Context: an optimization exercise on an open-source flow, tuned for small area. The choices shown serve that exercise and are no tape-out recipe.
In this exercise RTL edits were held to simulation tests only and were not proved equivalent to the original.
Power is estimated from default activity; no workload was simulated.

--- config.mk ---
export PLATFORM = sky130hd
export DESIGN_NAME = rgbw_led_ctrl
export DESIGN_NICKNAME = rgbw_led_ctrl
export VERILOG_FILES = /design/flow/design.v
export SDC_FILE = /design/flow/constraint.sdc
export NUM_CORES = 4
export LEC_CHECK = 0
export CAP_MARGIN = 20
export CORE_MARGIN = 2
export CORE_UTILIZATION = 40
export SLEW_MARGIN = 20
--- constraint.sdc ---
create_clock -name core_clock -period 10.0 [get_ports {clk}]
set_input_delay 2.0000 -clock core_clock [delete_from_list [all_inputs] [get_ports {clk}]]
set_output_delay 2.0000 -clock core_clock [all_outputs]
set_load 0.01 [all_outputs]
--- design.v ---
package rgbw_pkg;
    localparam logic [7:0] SYNC_BYTE = 8'h55;
    localparam int FRAME_BYTES = 8;
    localparam int FRAME_TIMEOUT = 1024;
    localparam int PWM_PERIOD = 255;
    localparam int BLINK_PERIODS = 4;
    localparam logic [7:0] MODE_OFF = 8'd0;
    localparam logic [7:0] MODE_STEADY = 8'd1;
endpackage
`timescale 1ns/1ps
module spi_byte_receiver (
    input  logic       clk,
    input  logic       reset,
    input  logic       sclk,
    input  logic       mosi,
    input  logic       cs_n,
    output logic [7:0] rx_byte,
    output logic       byte_done
);
    logic sclk_meta;
    logic sclk_sync;
    logic sclk_prev;
    logic mosi_meta;
    logic mosi_sync;
    logic cs_n_meta;
    logic cs_n_sync;
    logic [2:0] bit_cnt;
    logic       sclk_rise;
    assign sclk_rise = sclk_sync && !sclk_prev;
    always_ff @(posedge clk) begin
        if (!reset) begin
            sclk_meta <= 1'b0;
            sclk_sync <= 1'b0;
            sclk_prev <= 1'b0;
            mosi_meta <= 1'b0;
            mosi_sync <= 1'b0;
            cs_n_meta <= 1'b1;
            cs_n_sync <= 1'b1;
            bit_cnt   <= 3'd0;
            byte_done <= 1'b0;
        end else begin
            sclk_meta <= sclk;
            sclk_sync <= sclk_meta;
            sclk_prev <= sclk_sync;
            mosi_meta <= mosi;
            mosi_sync <= mosi_meta;
            cs_n_meta <= cs_n;
            cs_n_sync <= cs_n_meta;
            if (cs_n_sync) begin
                bit_cnt <= 3'd0;
            end else if (sclk_rise) begin
                bit_cnt <= bit_cnt + 3'd1;
            end
            byte_done <= !cs_n_sync && sclk_rise && (bit_cnt == 3'd7);
        end
    end
    always_ff @(posedge clk) begin
        if (!cs_n_sync && sclk_rise) begin
            rx_byte <= {rx_byte[6:0], mosi_sync};
        end
    end
endmodule
`timescale 1ns/1ps
module rgbw_frame_dispenser (
    input  logic       clk,
    input  logic       reset,
    input  logic [7:0] rx_byte,
    input  logic       byte_done,
    input  logic       wrap,
    output logic [7:0] red,
    output logic [7:0] green,
    output logic [7:0] blue,
    output logic [7:0] white,
    output logic [1:0] pend_mode
);
    logic       d2;
    logic       rdy_edge;
    logic       publish_d;
    logic [$clog2(rgbw_pkg::FRAME_BYTES)-1:0]   byte_cnt;
    logic [$clog2(rgbw_pkg::FRAME_TIMEOUT)-1:0] gap_cnt;
    logic [7:0] intensity_sh;
    logic [2:0] colour_idx_sh;
    logic [7:0] acc;
    logic       pre;
    logic [2:0] step;
    logic [1:0] chan;
    logic [7:0] palette_byte;
    logic       value_bit;
    always_ff @(posedge clk) begin
        if (!reset) begin
            d2        <= 1'b0;
            rdy_edge  <= 1'b0;
            publish_d <= 1'b0;
            byte_cnt  <= '0;
            gap_cnt   <= '0;
            pend_mode <= 2'd0;
        end else begin
            d2        <= byte_done;
            rdy_edge  <= d2;
            publish_d <= rdy_edge && (byte_cnt == rgbw_pkg::FRAME_BYTES - 1);
            if (publish_d) begin
                if (rx_byte == rgbw_pkg::MODE_OFF) begin
                    pend_mode <= 2'd3;
                end else if (rx_byte == rgbw_pkg::MODE_STEADY) begin
                    pend_mode <= 2'd1;
                end else begin
                    pend_mode <= 2'd2;
                end
            end else if (wrap) begin
                pend_mode <= 2'd0;
            end
            if (rdy_edge) begin
                gap_cnt <= '0;
                if (byte_cnt == '0) begin
                    if (rx_byte == rgbw_pkg::SYNC_BYTE) begin
                        byte_cnt <= byte_cnt + 1'b1;
                    end
                end else if (byte_cnt == rgbw_pkg::FRAME_BYTES - 1) begin
                    byte_cnt <= '0;
                end else begin
                    byte_cnt <= byte_cnt + 1'b1;
                end
            end else if (byte_cnt == '0) begin
                gap_cnt <= '0;
            end else if (gap_cnt == rgbw_pkg::FRAME_TIMEOUT - 1) begin
                byte_cnt <= '0;
                gap_cnt  <= '0;
            end else begin
                gap_cnt <= gap_cnt + 1'b1;
            end
        end
    end
    always_ff @(posedge clk) begin
        if (rdy_edge) begin
            if (byte_cnt == 3'd1) intensity_sh  <= rx_byte;
            if (byte_cnt == 3'd2) colour_idx_sh <= rx_byte[2:0];
        end
    end
    assign pre  = byte_done || d2 || rdy_edge;
    assign step = byte_done ? 3'd0 : d2 ? 3'd1 : rdy_edge ? 3'd2 : gap_cnt[2:0] + 3'd3;
    assign chan = (pre ? byte_cnt[1:0] : byte_cnt[1:0] - 2'd1) + 2'd1;
    always_comb begin
        case ({colour_idx_sh, chan})
            {3'd1, 2'd0}: palette_byte = 8'hFF;
            {3'd2, 2'd1}: palette_byte = 8'hFF;
            {3'd3, 2'd2}: palette_byte = 8'hFF;
            {3'd4, 2'd3}: palette_byte = 8'hFF;
            {3'd5, 2'd0}: palette_byte = 8'hFF;
            {3'd5, 2'd1}: palette_byte = 8'hA0;
            {3'd5, 2'd3}: palette_byte = 8'h20;
            {3'd6, 2'd1}: palette_byte = 8'hC0;
            {3'd6, 2'd2}: palette_byte = 8'hC0;
            {3'd6, 2'd3}: palette_byte = 8'h40;
            {3'd7, 2'd0}: palette_byte = 8'hC0;
            {3'd7, 2'd2}: palette_byte = 8'hA0;
            {3'd7, 2'd3}: palette_byte = 8'h10;
            default:      palette_byte = 8'h00;
        endcase
    end
    assign value_bit = (colour_idx_sh == 3'd0) ? rx_byte[step] : palette_byte[step];
    rgbw_colour_scaler scaler_i (
        .clk       (clk),
        .start     (byte_done),
        .value_bit (value_bit),
        .intensity (intensity_sh),
        .acc       (acc)
    );
    always_ff @(posedge clk) begin
        if (byte_cnt[2] && gap_cnt == 10'd5) begin
            red   <= green;
            green <= blue;
            blue  <= white;
            white <= acc;
        end
    end
endmodule
`timescale 1ns/1ps
module rgbw_colour_scaler (
    input  logic       clk,
    input  logic       start,
    input  logic       value_bit,
    input  logic [7:0] intensity,
    output logic [7:0] acc
);
    logic [7:0] acc_in;
    logic [7:0] addend;
    logic [8:0] sum;
    assign acc_in = start ? 8'd0 : acc;
    assign addend = value_bit ? intensity : 8'd0;
    assign sum    = {1'b0, acc_in} + {1'b0, addend} + {8'd0, value_bit};
    always_ff @(posedge clk) begin
        acc <= sum[8:1];
    end
endmodule
`timescale 1ns/1ps
module rgbw_pwm (
    input  logic       clk,
    input  logic       reset,
    input  logic [7:0] red_duty,
    input  logic [7:0] green_duty,
    input  logic [7:0] blue_duty,
    input  logic [7:0] white_duty,
    input  logic [1:0] pend_mode,
    output logic       wrap,
    output logic       led_red,
    output logic       led_green,
    output logic       led_blue,
    output logic       led_white
);
    logic [7:0] pwm_cnt;
    logic       steady_q;
    logic       blink_q;
    logic [7:0] red_q;
    logic [7:0] green_q;
    logic [7:0] blue_q;
    logic [7:0] white_q;
    logic [$clog2(rgbw_pkg::BLINK_PERIODS)-1:0] blink_cnt;
    logic blink_dark;
    logic leds_on;
    assign wrap = (pwm_cnt == 8'(rgbw_pkg::PWM_PERIOD - 1));
    always_ff @(posedge clk) begin
        if (!reset) begin
            pwm_cnt    <= 8'd0;
            steady_q   <= 1'b0;
            blink_q    <= 1'b0;
            blink_cnt  <= '0;
            blink_dark <= 1'b0;
        end else if (wrap) begin
            pwm_cnt <= 8'd0;
            if (pend_mode != 2'd0) begin
                steady_q <= (pend_mode == 2'd1);
                blink_q  <= (pend_mode == 2'd2);
            end
            if (blink_cnt == rgbw_pkg::BLINK_PERIODS - 1) begin
                blink_cnt  <= '0;
                blink_dark <= !blink_dark;
            end else begin
                blink_cnt <= blink_cnt + 1'b1;
            end
        end else begin
            pwm_cnt <= pwm_cnt + 8'd1;
        end
    end
    always_ff @(posedge clk) begin
        if (wrap && pend_mode != 2'd0) begin
            red_q   <= red_duty;
            green_q <= green_duty;
            blue_q  <= blue_duty;
            white_q <= white_duty;
        end
    end
    assign leds_on = steady_q || (blink_q && !blink_dark);
    assign led_red   = leds_on && (pwm_cnt < red_q);
    assign led_green = leds_on && (pwm_cnt < green_q);
    assign led_blue  = leds_on && (pwm_cnt < blue_q);
    assign led_white = leds_on && (pwm_cnt < white_q);
endmodule
`timescale 1ns/1ps
module rgbw_led_ctrl (
    input  logic clk,
    input  logic reset,
    input  logic sclk,
    input  logic mosi,
    input  logic cs_n,
    output logic led_red,
    output logic led_green,
    output logic led_blue,
    output logic led_white
);
    logic [7:0] rx_byte;
    logic       byte_done;
    logic       wrap;
    logic [7:0] red;
    logic [7:0] green;
    logic [7:0] blue;
    logic [7:0] white;
    logic [1:0] pend_mode;
    spi_byte_receiver rx_i (
        .clk       (clk),
        .reset     (reset),
        .sclk      (sclk),
        .mosi      (mosi),
        .cs_n      (cs_n),
        .rx_byte   (rx_byte),
        .byte_done (byte_done)
    );
    rgbw_frame_dispenser disp_i (
        .clk       (clk),
        .reset     (reset),
        .rx_byte   (rx_byte),
        .byte_done (byte_done),
        .wrap      (wrap),
        .red       (red),
        .green     (green),
        .blue      (blue),
        .white     (white),
        .pend_mode (pend_mode)
    );
    rgbw_pwm pwm_i (
        .clk        (clk),
        .reset      (reset),
        .red_duty   (red),
        .green_duty (green),
        .blue_duty  (blue),
        .white_duty (white),
        .pend_mode  (pend_mode),
        .wrap       (wrap),
        .led_red    (led_red),
        .led_green  (led_green),
        .led_blue   (led_blue),
        .led_white  (led_white)
    );
endmodule
--- run.sh ---
#!/bin/bash
# synth_recipe.tcl (not shown) runs the flow's synth.tcl, then flattens the netlist and writes it again
# the make line also repeats each setting of config.mk as NAME=value (left out here)
make -C /OpenROAD-flow-scripts/flow DESIGN_CONFIG=/design/flow/config.mk WORK_HOME=/design/flow/orfs CLKGATE_MAP_FILE= SYNTH_SCRIPT=/design/flow/synth_recipe.tcl finish
==> reports/qor.txt <==
Count of cell types in the netlist -> 57
CP Launch Type -> flop
Asr flop ratio synth -> 0%
Post-route ant nets -> 0
Clock latency on the worst-skew pair -> 0.41 ns
Maxcap violations -> 0
Die Area -> 0.0162 sq mm
Total core area -> 0.0150 sq mm
Final Hold Viols -> 0
Synth Cell Area -> 0.00610 sq mm
Vias/cell -> 5.01
Req. time, crit path -> 8.00 ns
Leak -> 2.92 nW
Row Count -> 45
Pin count of the biggest net entering global routing -> 33
DRT Pass-1 Iters -> 4
Tot Pwr -> 1.37 mW
Synth area leaders -> edfxtp_1, dfxtp_1, ha_1, a21o_1, inv_1
CP Max Fanout -> 7
Hold_sp -> rx_i.mosi_sync
IO Pins -> 9
Share of the synthesized area in the top cell type -> 40.9%
HP Class -> reg2reg
Share of cells above drive strength 1 -> 7.48%
Postcts setup bufs -> 0
Die Ht -> 127 um
Fin util -> 46.6%
Clock Path Buffers -> 2
Synth Instances -> 521
Grt ovf -> 0
Worst setup EP type -> output port
CTS sink count -> 133
First-pass GRT wire length -> 17400 um
# setup viols final -> 0
Status -> complete, no violations
Seq cells post-synth -> 133
Layout Skew -> 0.00773 ns
Reg-to-reg startpoint -> disp_i.byte_cnt[0]
CTS tree -> yes
Period minus WS final -> 5.20 ns
Worst setup path class -> reg2out
Cell accounting for the most synthesized area -> edfxtp_1
Cts repair resizes -> 0
Synth Warn # -> 4
Die X -> 127 um
GRT Util Overall -> 13.8%
Area grow syn2layout -> 15.0%
Max Slew Vio Count -> 0
Post-DP HPWL -> 7010 um
Hold_buf cts -> 0
Clock-pin slew on the worst setup and hold paths -> 0.05 ns
WL final -> 10300 um
Slew headroom -> 45.0%
Crit. Startpoint -> pwm_i.pwm_cnt[1]
Unrepaired setup endpoints after global routing -> no
RePlAce Congestion -> 0.789
Fmax -> 192 MHz
# DRC -> 0
Fin Setup TNS -> 0 ns
Commonest register cell after synthesis -> edfxtp_1
Via count -> 3685
Fin nets -> 592
Dpl ws -> 5.17 ns
Peak supply drop -> 0.128 mV
Pwr dens -> 195 mW/mm^2
Vias in the first global route -> 3600
CTS Buf Count -> 17
Slew @ Worst Pin -> 0.824 ns
CP arrival -> 3.20 ns
Sequential area share after synthesis -> 57.3%
Net Count, Synth -> 578
Root Buffer -> clkbuf_16
Wirelength per Cell -> 13.9 um
Port-buffer cells -> 8
Post-synth EDFFs -> 83
Initial antenna violation count -> 0
H-tree depth -> 4
First DRT Iteration DRCs -> 196
Final period util -> 52.0%
Initial Utilization -> 40.6%
Setup ws final -> 4.80 ns
Diode count -> 0
Syn avg cell area -> 11.7 sq um
[layer usage]
layer  wire length, um  global-route usage (%)  vias up
li1                  -                       -     1882
met1              4930                    17.3     1753
met2              4880                    22.2       38
met3               320                    4.56       12
met4               139                    5.49        0
met5                 0                       0        -
[cell usage in the layout, fill, tap and decap left out, types with 5 or more instances in the layout]
cell type / instances
nor3_1: 6
a31oi_1: 5
a21o_1: 25
nand2b_1: 11
nand3_1: 12
nand2_1: 32
nor2b_1: 22
mux2i_1: 5
ha_1: 51
o21ai_0: 10
edfxtp_1: 83
a21oi_1: 12
clkdlybuf4s50_1: 8
dfxtp_1: 50
nor2_1: 39
inv_1: 43
xnor2_1: 13
xor2_1: 8
clkbuf_16: 20
and2_1: 18
[final cells by class]
cell class | instances | area (sq um)
fill | 1341 | 8020
sequential | 133 | 3490
multi-input combinational | 330 | 2380
clock buffer | 23 | 532
clock inverter | 9 | 110
tap | 188 | 235
timing repair buffer | 10 | 95.1
inverter | 43 | 161
[worst max-delay path: stages, from the launching register on]
cell	delay, ns
dfxtp_1	0.51
ha_1	0.31
a21o_1	0.16
a21o_1	0.18
a21o_1	0.18
a21o_1	0.19
a21o_1	0.18
a21o_1	0.17
a211oi_1	0.31
clkdlybuf4s50_1	0.60
[final timing paths]
kind,to,slack [ns],depth (start not counted)
hold reg to reg,rx_i.rx_byte[0],0.41,0
hold / removal,rx_i.rx_byte[0],0.41,0
setup reg to reg,disp_i.scaler_i.acc[7],5.13,22
setup / recovery,led_blue,4.80,9
[power breakdown]
| part | internal (mW) | switching (mW) | total (mW) | leakage [nW] |
|---|---|---|---|---|
| Clock | 0.426 | 0.223 | 0.648 | 0.319 |
| Combinational | 0.0530 | 0.0553 | 0.108 | 1.44 |
| Sequential | 0.601 | 0.0105 | 0.612 | 1.15 |
| Total | 1.08 | 0.288 | 1.37 | 2.92 |
[cell families after synthesis]
logic type / Yosys count / share of synthesized area (%)
flops: 133 / 57.3
xor+xnor: 21 / 3.02
mux: 5 / 0.821
compound gates: 85 / 9.97
fa+ha+maj: 52 / 10.8
simple gates: 167 / 14.3
buf+inv: 58 / 3.78
[Yosys cell counts, types with 4 or more instances]
| cell type | count |
|---|---|
| edfxtp_1 | 83 |
| ha_1 | 51 |
| dfxtp_1 | 50 |
| inv_1 | 43 |
| nor2_1 | 40 |
| nand2_1 | 32 |
| a21o_1 | 25 |
| nor2b_1 | 22 |
| and2_1 | 18 |
| xnor2_1 | 13 |
| a21oi_1 | 12 |
| nand3_1 | 12 |
| nand2b_1 | 11 |
| clkbuf_1 | 10 |
| o21ai_0 | 10 |
| xor2_1 | 8 |
| nor3_1 | 6 |
| a31oi_1 | 5 |
| mux2i_1 | 5 |
| a211oi_1 | 4 |
| a21boi_0 | 4 |
| buf_2 | 4 |
| nor4_1 | 4 |
| o31ai_1 | 4 |
| or3_1 | 4 |
[registers in the layout (all words and copies together), names as in the netlist, 8 cells and up]
name	cells
disp_i.scaler_i.acc	8
pwm_i.pwm_cnt	8
disp_i.blue	8
disp_i.green	8
rx_i.rx_byte	8
pwm_i.green_q	8
disp_i.white	8
disp_i.intensity_sh	8
pwm_i.white_q	8
disp_i.gap_cnt	10
pwm_i.red_q	8
disp_i.red	8
pwm_i.blue_q	8
[through the flow]
step	hold slack, ns	instance area (sq um)	std cells
detailed placement	0.398	6370	704
CTS	0.413	7010	736
finish	0.407	7010	736
floorplan	0.386	6100	521
global placement	0.393	6370	704
global route	0.428	7010	736

==> re-timing with driven ports <==
How much do the figures lean on ideal ports? The routed layout below was timed once more, with nothing changed but the port constraints.
Step 1, drivers: a clkbuf_16 drives clk and a buf_2 each remaining input, both assumed.
Step 2 adds t to the input delays and takes it off the output delays; t is the mean of the earliest and latest rising clock arrival at the registers after step 1. Input paths then give back, and output paths get back, about the clock's delay inside the block.
Slacks: no drivers / after step 1 / after step 2; pairs: no drivers / after step 1.
t, ns: 0.447
slack for setup (ns): 4.802 / 4.766 / 5.134
worst setup path at the end: register to register
worst register clock-pin slew, ns: 0.06 / 0.06
worst slew at a driven data input, ns: 0.03
After both steps this run still meets setup and hold. For this run, drivers alone change the setup slack by -0.036 ns; drivers and shift together by +0.332 ns.
